This is an optimization exercise on Yosys and OpenROAD, whose aim is small area and a short achievable clock period, not a production implementation.
Only simulation tests tie the RTL to the original design; equivalence was not proved.
Power is estimated from default activity; no workload was simulated.

==> flow/design.v (excerpt) <==
module data_mem_responder #(
  parameter int DEPTH       = 128,
  parameter int WAIT_CYCLES = 2
) (
  input  logic        clk_i,
  input  logic        rst_i,
  input  logic        req_i,
  input  logic        we_i,
  input  logic [31:0] addr_i,
  input  logic [31:0] data_i,
  output logic        ack_o,
  output logic [31:0] data_o,
  output logic        err_o,
  output logic        busy_o
);
Size: about 6,800 cells after synthesis, about 4,400 flip-flops, about 100 I/O pins.
clock: 6.0 ns
lec_check: 0
cap_margin: 20
core_margin: 2
core_utilization: 55
cts_cluster_diameter: 100
cts_cluster_size: 28
place_density: 0.7
setup_slack_margin: 3.6
slew_margin: 20
synth_hierarchical: 1
synth_minimum_keep_size: 0
standard.sh (not shown) runs the stock make flow with config.mk's settings and CLKGATE_MAP_FILE= SYNTH_SCRIPT=/design/flow/synth_recipe.tcl, a recipe that flattens the netlist after the stock synthesis.
==> flow/flow/run.sh <==
#!/bin/bash
# Layout: the standard ORFS flow (standard.sh), unchanged except for three placement
# options: the handshake pins are kept together as one group, timing-driven global
# placement weights its critical nets harder, and the port buffers start as plain buf_2
# cells (repair resizes them as usual).
set -uo pipefail
cd "$(dirname "${BASH_SOURCE[0]}")/.."
bash standard.sh \
  "IO_CONSTRAINTS=$PWD/flow/io.tcl" \
  "GLOBAL_PLACEMENT_ARGS=-timing_driven_net_weight_max 6 -timing_driven_nets_percentage 20" \
  "BUFFER_PORTS_ARGS=-buffer_cell sky130_fd_sc_hd__buf_2" \
  finish > flow_standard.log 2>&1
status=$?
tail -n 20 flow_standard.log
exit $status
==> flow/flow/io.tcl <==
# keep the handshake pins side by side, next to the control logic that drives them
set_io_pin_constraint -group -order -pin_names {req_i we_i busy_o ack_o err_o}
The baseline produced a clean layout.
Change:
==> flow/flow/run.sh (replaced) <==
#!/bin/bash
# Layout: the standard ORFS flow (standard.sh), unchanged except for placement: the
# handshake pins are kept together as one group, each register that drives an output port
# is moved next to its port buffer after global placement (then legalized as usual),
# timing-driven global placement weights its critical nets harder, and the port buffers
# start as plain buf_2 cells (repair resizes them as usual).
set -uo pipefail
cd "$(dirname "${BASH_SOURCE[0]}")/.."
bash standard.sh \
  "IO_CONSTRAINTS=$PWD/flow/io.tcl" \
  "POST_GLOBAL_PLACE_TCL=$PWD/flow/near_pins.tcl" \
  "GLOBAL_PLACEMENT_ARGS=-timing_driven_net_weight_max 6 -timing_driven_nets_percentage 20" \
  "BUFFER_PORTS_ARGS=-buffer_cell sky130_fd_sc_hd__buf_2" \
  finish > flow_standard.log 2>&1
status=$?
tail -n 20 flow_standard.log
exit $status
==> flow/flow/near_pins.tcl (new file) <==
# After global placement: move each register that drives an output port next to that
# port's output buffer (which sits at the pin), so the register-to-pin wire is short.
# Detailed placement legalizes the moved cells afterwards.
set block [ord::get_db_block]
set moved 0
foreach bterm [$block getBTerms] {
  if {[$bterm getIoType] ne "OUTPUT"} { continue }
  set net [$bterm getNet]
  if {$net eq "NULL"} { continue }
  foreach it [$net getITerms] {
    if {![$it isOutputSignal]} { continue }
    set buf [$it getInst]
    foreach bit [$buf getITerms] {
      if {![$bit isInputSignal]} { continue }
      set inet [$bit getNet]
      if {$inet eq "NULL"} { continue }
      foreach dit [$inet getITerms] {
        if {![$dit isOutputSignal]} { continue }
        set drv [$dit getInst]
        if {![[$drv getMaster] isSequential]} { continue }
        lassign [$buf getLocation] x y
        $drv setLocation $x $y
        $drv setPlacementStatus PLACED
        incr moved
      }
    }
  }
}
puts "near_pins: moved $moved output registers next to their port buffers"
The changed run completed with no timing, DRC or antenna violations.
Combinational power stays flat.
Count of clock-buffer cells in the layout went up by 7.
Die area does not change.
Sequential power barely changes.
Routed wire length went up by about 0.6%.
Change:
--- a/flow/flow/run.sh
+++ b/flow/flow/run.sh
@@ -4 +4,2 @@
-# is moved next to its port buffer after global placement (then legalized as usual),
+# is moved next to its port buffer after global placement and given its strongest drive
+# (then legalized as usual),
--- a/flow/flow/near_pins.tcl
+++ b/flow/flow/near_pins.tcl
@@ -2,2 +2,3 @@
-# port's output buffer (which sits at the pin), so the register-to-pin wire is short.
-# Detailed placement legalizes the moved cells afterwards.
+# port's output buffer (which sits at the pin), so the register-to-pin wire is short, and
+# give it the strongest drive of its own cell type. Detailed placement legalizes the moved
+# cells afterwards.
@@ -4,0 +6 @@
+set db [ord::get_db]
@@ -20,0 +23,5 @@
+        set name [[$drv getMaster] getName]
+        if {[regsub {_[0-9]+$} $name {_4} strong] && $strong ne $name} {
+          set m [$db findMaster $strong]
+          if {$m ne "NULL"} { $drv swapMaster $m }
+        }
Register-to-register slack barely changes.
Non-clock buffer count rose by 4.
Routed wire length is about the same.
Via count hardly moves.
Area after synthesis does not change.
Die area does not change.
Count of clock-buffer cells in the layout increases by 5.
Change:
==> flow/run.sh (new file) <==
#!/bin/bash
# synth_recipe.tcl (not shown) runs the flow's synth.tcl, then flattens the netlist and writes it again
# the make line also repeats each setting of config.mk as NAME=value (left out here)
make -C /OpenROAD-flow-scripts/flow DESIGN_CONFIG=/design/flow/config.mk WORK_HOME=/design/flow/orfs CLKGATE_MAP_FILE= SYNTH_SCRIPT=/design/flow/synth_recipe.tcl finish
removed: flow/flow/run.sh
removed: flow/flow/io.tcl
removed: flow/flow/near_pins.tcl
removed: flow/standard.sh
Worst setup slack got worse by 34 ps.
Routed wire length drops by 0.88%.
Cell count barely changes.
Design area is about the same.
Die area does not change.
Register-to-register slack improved by 40 ps.
Utilization hardly moves.
Sequential power stays flat.
Non-clock buffer count drops by 14.

* * *

Another version of the RTL of data_mem_responder (not shown whole).
Size: ~4500 flip-flops, roughly 100 I/O pins, ~110000 um2 of cells after synthesis.
==> flow/config.mk <==
export PLATFORM = sky130hd
export DESIGN_NAME = data_mem_responder
export DESIGN_NICKNAME = data_mem_responder
export VERILOG_FILES = /design/flow/design.v
export SDC_FILE = /design/flow/constraint.sdc
export NUM_CORES = 4
export LEC_CHECK = 0
export ABC_CLOCK_PERIOD_IN_PS = 2500
export CAP_MARGIN = 20
export CORE_MARGIN = 2
export CORE_UTILIZATION = 40
export CTS_CLUSTER_DIAMETER = 80
export CTS_CLUSTER_SIZE = 24
export PLACE_DENSITY = 0.6
export SETUP_SLACK_MARGIN = 3.4
export SLEW_MARGIN = 20
==> flow/constraint.sdc <==
create_clock -name core_clock -period 6.0 [get_ports {clk_i}]
set_input_delay 1.2000 -clock core_clock [delete_from_list [all_inputs] [get_ports {clk_i}]]
set_output_delay 1.2000 -clock core_clock [all_outputs]
set_load 0.01 [all_outputs]
run.sh (not shown) runs the stock make flow with config.mk's settings and CLKGATE_MAP_FILE= SYNTH_SCRIPT=/design/flow/synth_recipe.tcl, a recipe that flattens the netlist after the stock synthesis.
Stock flow here: none of the scripts above is used.
Change:
--- a/flow/config.mk
+++ b/flow/config.mk
@@ -10,7 +10,7 @@
 export CORE_MARGIN = 2
-export CORE_UTILIZATION = 40
-export CTS_CLUSTER_DIAMETER = 80
-export CTS_CLUSTER_SIZE = 24
-export PLACE_DENSITY = 0.6
-export SETUP_SLACK_MARGIN = 3.4
+export CORE_UTILIZATION = 55
+export CTS_CLUSTER_DIAMETER = 100
+export CTS_CLUSTER_SIZE = 28
+export PLACE_DENSITY = 0.7
+export SETUP_SLACK_MARGIN = 3.6
 export SLEW_MARGIN = 20
What happened: The new run went through all stages and came out clean. Register-to-register slack improves by 210 ps. Utilization went up by 16 points. Fmax went up by 2.8%. Cell count went down by about 9%. Final area went down by 0.97%. Setup slack improves by 73 ps.
Change:
--- a/flow/config.mk
+++ b/flow/config.mk
@@ -10,7 +10,7 @@
 export CORE_MARGIN = 2
-export CORE_UTILIZATION = 55
+export CORE_UTILIZATION = 65
 export CTS_CLUSTER_DIAMETER = 100
 export CTS_CLUSTER_SIZE = 28
-export PLACE_DENSITY = 0.7
-export SETUP_SLACK_MARGIN = 3.6
+export PLACE_DENSITY = 0.75
+export SETUP_SLACK_MARGIN = 3.7
 export SLEW_MARGIN = 20
Wire length shrinks by 1.4%.
Core utilization grows by 12 points.
Flip-flop and latch count does not change.
Area after synthesis is unchanged.
Non-clock buffer count grows by 102.
Hold slack got worse by 9.5 ps.
Clock skew grows by 14 ps.
Clock-buffer cell count grows by 5.
Cell area grows by 1.5%.
Power hardly moves.
Sequential share of layout area shrinks by 1.1 points.

* * *

The RTL this note starts from:
==> flow/design.v <==
module data_mem_responder #(
  parameter int DEPTH       = 128,
  parameter int WAIT_CYCLES = 2
) (
  input  logic        clk_i,
  input  logic        rst_i,
  input  logic        req_i,
  input  logic        we_i,
  input  logic [31:0] addr_i,
  input  logic [31:0] data_i,
  output logic        ack_o,
  output logic [31:0] data_o,
  output logic        err_o,
  output logic        busy_o
);
  localparam int NG = 32;    
  logic       busy_q, idle_q, st1_q, st2_q;   
  logic       accept;
  logic [1:0] rot_q;         
  logic        we_q, err_q, err_in;
  logic [31:0] wd_q;
  logic [4:0]  g_q, g_nx;    
  logic [1:0]  ph_q, ph_nx;  
  logic [NG-1:0][3:0][31:0] mem_d;
  logic [NG-1:0][3:0]       mem_v, mem_v_nx;
  logic            wlive_nx;
  logic [NG-1:0]   wr_q, wr_nx;
  logic [2*NG-1:0] rd_sel_q;
  logic [31:0]     rd_data;
  assign accept = req_i & idle_q;
  assign busy_o = busy_q;
  assign err_in = (|addr_i[1:0]) | (|addr_i[31:9]);
  always_ff @(posedge clk_i or posedge rst_i) begin
    if (rst_i) begin
      busy_q <= 1'b0;
      idle_q <= 1'b1;
      st1_q  <= 1'b0;
      st2_q  <= 1'b0;
      ack_o  <= 1'b0;
      err_o  <= 1'b0;
      rot_q  <= '0;
    end else begin
      busy_q <= accept | st1_q | st2_q;
      idle_q <= ~(accept | st1_q | st2_q);
      st1_q  <= accept;
      st2_q  <= st1_q;
      ack_o  <= st2_q;
      err_o  <= st2_q & err_q;
      rot_q  <= rot_q + 2'd1;
    end
  end
  assign g_nx  = idle_q ? addr_i[8:4] : g_q;
  assign ph_nx = idle_q ? addr_i[3:2] + rot_q + 2'd1 : ph_q + 2'd1;
  always_ff @(posedge clk_i) begin
    g_q  <= g_nx;
    ph_q <= ph_nx;
    if (idle_q) begin
      we_q  <= we_i;
      err_q <= err_in;
      wd_q  <= data_i;
    end
  end
  assign wlive_nx = idle_q ? (accept & we_i & ~err_in) : (we_q & ~err_q);
  always_comb
    for (int g = 0; g < NG; g++) wr_nx[g] = wlive_nx & (ph_nx == 2'd3) & (g_nx == 5'(g));
  always_ff @(posedge clk_i or posedge rst_i) begin
    if (rst_i) wr_q <= '0;
    else       wr_q <= wr_nx;
  end
  for (genvar g = 0; g < NG; g++) begin : g_port
    logic        wrn;
    logic [31:0] port_d;
    assign wrn = ~wr_q[g];
    for (genvar b = 0; b < 32; b++) begin : g_bit
      dmr_ao22 u_port (.a0(wr_q[g]), .b0(wd_q[b]), .a1(wrn), .b1(mem_d[g][3][b]), .y(port_d[b]));
    end
    always_ff @(posedge clk_i) begin
      mem_d[g][0] <= port_d;
      mem_d[g][1] <= mem_d[g][0];
      mem_d[g][2] <= mem_d[g][1];
      mem_d[g][3] <= mem_d[g][2];
    end
  end
  always_comb begin
    for (int g = 0; g < NG; g++) begin
      mem_v_nx[g][0] = wr_q[g] | mem_v[g][3];
      mem_v_nx[g][1] = mem_v[g][0];
      mem_v_nx[g][2] = mem_v[g][1];
      mem_v_nx[g][3] = mem_v[g][2];
    end
  end
  always_ff @(posedge clk_i or posedge rst_i) begin
    if (rst_i) mem_v <= '0;
    else       mem_v <= mem_v_nx;
  end
  always_ff @(posedge clk_i) begin
    for (int g = 0; g < NG; g++) begin
      rd_sel_q[2*g]   <= (g_nx == 5'(g)) & (ph_nx == 2'd0) & mem_v_nx[g][0];
      rd_sel_q[2*g+1] <= (g_nx == 5'(g)) & (ph_nx == 2'd2) & mem_v_nx[g][2];
    end
  end
  for (genvar b = 0; b < 32; b++) begin : g_rd
    logic [63:0] rd_d;
    logic [21:0] l1;
    logic [5:0]  l2;
    logic [1:0]  l3;
    logic        hold_n;
    for (genvar g = 0; g < NG; g++) begin : g_tap
      assign rd_d[2*g]   = mem_d[g][0][b];
      assign rd_d[2*g+1] = mem_d[g][2][b];
    end
    for (genvar i = 0; i < 21; i++) begin : g_l1
      dmr_aoi222 u_aoi (.a0(rd_sel_q[3*i]),   .b0(rd_d[3*i]),
                        .a1(rd_sel_q[3*i+1]), .b1(rd_d[3*i+1]),
                        .a2(rd_sel_q[3*i+2]), .b2(rd_d[3*i+2]), .y(l1[i]));
    end
    dmr_nand2 u_aoi_last (.a({rd_sel_q[63], rd_d[63]}), .y(l1[21]));
    for (genvar i = 0; i < 5; i++) begin : g_l2
      dmr_nand4 u_nand (.a(l1[4*i+3:4*i]), .y(l2[i]));
    end
    dmr_nand2 u_nand_last (.a(l1[21:20]), .y(l2[5]));
    dmr_nor3 u_nor_lo (.a(l2[2:0]), .y(l3[0]));
    dmr_nor3 u_nor_hi (.a(l2[5:3]), .y(l3[1]));
    dmr_nand2 u_hold (.a({ph_q[0], data_o[b]}), .y(hold_n));
    dmr_nand3 u_out (.a({hold_n, l3}), .y(rd_data[b]));
  end
  always_ff @(posedge clk_i) begin
    data_o <= rd_data;
  end
endmodule
module dmr_aoi222 (
  input  logic a0, b0, a1, b1, a2, b2,
  output logic y
);
  assign y = ~((a0 & b0) | (a1 & b1) | (a2 & b2));
endmodule
module dmr_nand3 (
  input  logic [2:0] a,
  output logic       y
);
  assign y = ~&a;
endmodule
module dmr_nand4 (
  input  logic [3:0] a,
  output logic       y
);
  assign y = ~&a;
endmodule
module dmr_nand2 (
  input  logic [1:0] a,
  output logic       y
);
  assign y = ~&a;
endmodule
module dmr_nor3 (
  input  logic [2:0] a,
  output logic       y
);
  assign y = ~|a;
endmodule
module dmr_ao22 (
  input  logic a0, b0, a1, b1,
  output logic y
);
  assign y = (a0 & b0) | (a1 & b1);
endmodule
clock: 6.0 ns
lec_check: 0
cap_margin: 20
core_margin: 2
core_utilization: 55
cts_cluster_diameter: 100
cts_cluster_size: 28
place_density: 0.7
setup_slack_margin: 3.6
slew_margin: 20
synth_hierarchical: 1
synth_minimum_keep_size: 0
standard.sh (not shown) runs the stock make flow with config.mk's settings and CLKGATE_MAP_FILE= SYNTH_SCRIPT=/design/flow/synth_recipe.tcl, a recipe that flattens the netlist after the stock synthesis.
==> flow/flow/run.sh <==
#!/bin/bash
# Layout: the standard ORFS flow (standard.sh), unchanged except for two placement
# options: timing-driven global placement weights its critical nets harder, and the port
# buffers start as plain buf_2 cells (repair resizes them as usual).
set -uo pipefail
cd "$(dirname "${BASH_SOURCE[0]}")/.."
bash standard.sh \
  "GLOBAL_PLACEMENT_ARGS=-timing_driven_net_weight_max 6 -timing_driven_nets_percentage 20" \
  "BUFFER_PORTS_ARGS=-buffer_cell sky130_fd_sc_hd__buf_2" \
  finish > flow_standard.log 2>&1
status=$?
tail -n 20 flow_standard.log
exit $status
The first run completed without violations.
Rerun with:
==> flow/run.sh (new file) <==
#!/bin/bash
# synth_recipe.tcl (not shown) runs the flow's synth.tcl, then flattens the netlist and writes it again
# the make line also repeats each setting of config.mk as NAME=value (left out here)
make -C /OpenROAD-flow-scripts/flow DESIGN_CONFIG=/design/flow/config.mk WORK_HOME=/design/flow/orfs CLKGATE_MAP_FILE= SYNTH_SCRIPT=/design/flow/synth_recipe.tcl finish
removed: flow/flow/run.sh
removed: flow/standard.sh
Via count came out higher by about 0.66%.
Global-route usage came out higher by 0.41 points.
Worst setup slack gets worse by 0.026 ns.
Die area does not change.
Power stays flat.
First-iteration DRC count came out lower by 3.4%.
Fmax came out lower by 0.98%.
Sequential cell count stays the same.
Synthesized area does not change.
Worst hold slack gets worse by 0.0045 ns.

## afterwards: timing with drivers on the ports
In the flow no input, the clock included, has a driving cell. The finished layouts below were timed again as built, in two steps. Step 1 assumes that a clkbuf_16 drives the clock port and a buf_2 every other input. Step 2 adds t to the input delays and takes it off the output delays; t is the mean of the earliest and latest rising clock arrival at the registers after step 1. Input paths then give back, and output paths get back, about the clock's delay inside the block. Three values: ideal, step 1, step 2; two values: the first two.
run | t, ns | slack for setup (ns) | slew at the worst register clock pin (ns) | pins driven straight from the clock port
the first run of note 1 | 0.957 | 3.346 / 3.263 / 3.023 | 0.11 / 0.11 | 1
the second run of note 1 | 0.944 | 3.419 / 3.335 / 2.934 | 0.11 / 0.11 | 1
the third run of note 1 | 0.941 | 3.312 / 3.227 / 3.003 | 0.11 / 0.11 | 1
the fourth run of note 1 | 0.936 | 3.278 / 3.190 / 2.712 | 0.11 / 0.11 | 1
the first run of note 2 | 1.002 | 3.300 / 3.208 / 2.504 | 0.10 / 0.10 | 1
the second run of note 2 | 0.968 | 3.373 / 3.280 / 2.737 | 0.11 / 0.11 | 1
the third run of note 2 | 0.975 | 3.370 / 3.278 / 2.705 | 0.12 / 0.12 | 1
the first run of note 3 | 0.941 | 3.354 / 3.269 / 3.036 | 0.11 / 0.11 | 1
the second run of note 3 | 0.949 | 3.327 / 3.243 / 2.670 | 0.12 / 0.12 | 1
After both steps every run listed still meets setup and hold. The setup slack of the first run of note 2, which loses most, moves by -0.092 ns with the drivers and by -0.796 ns with both steps.
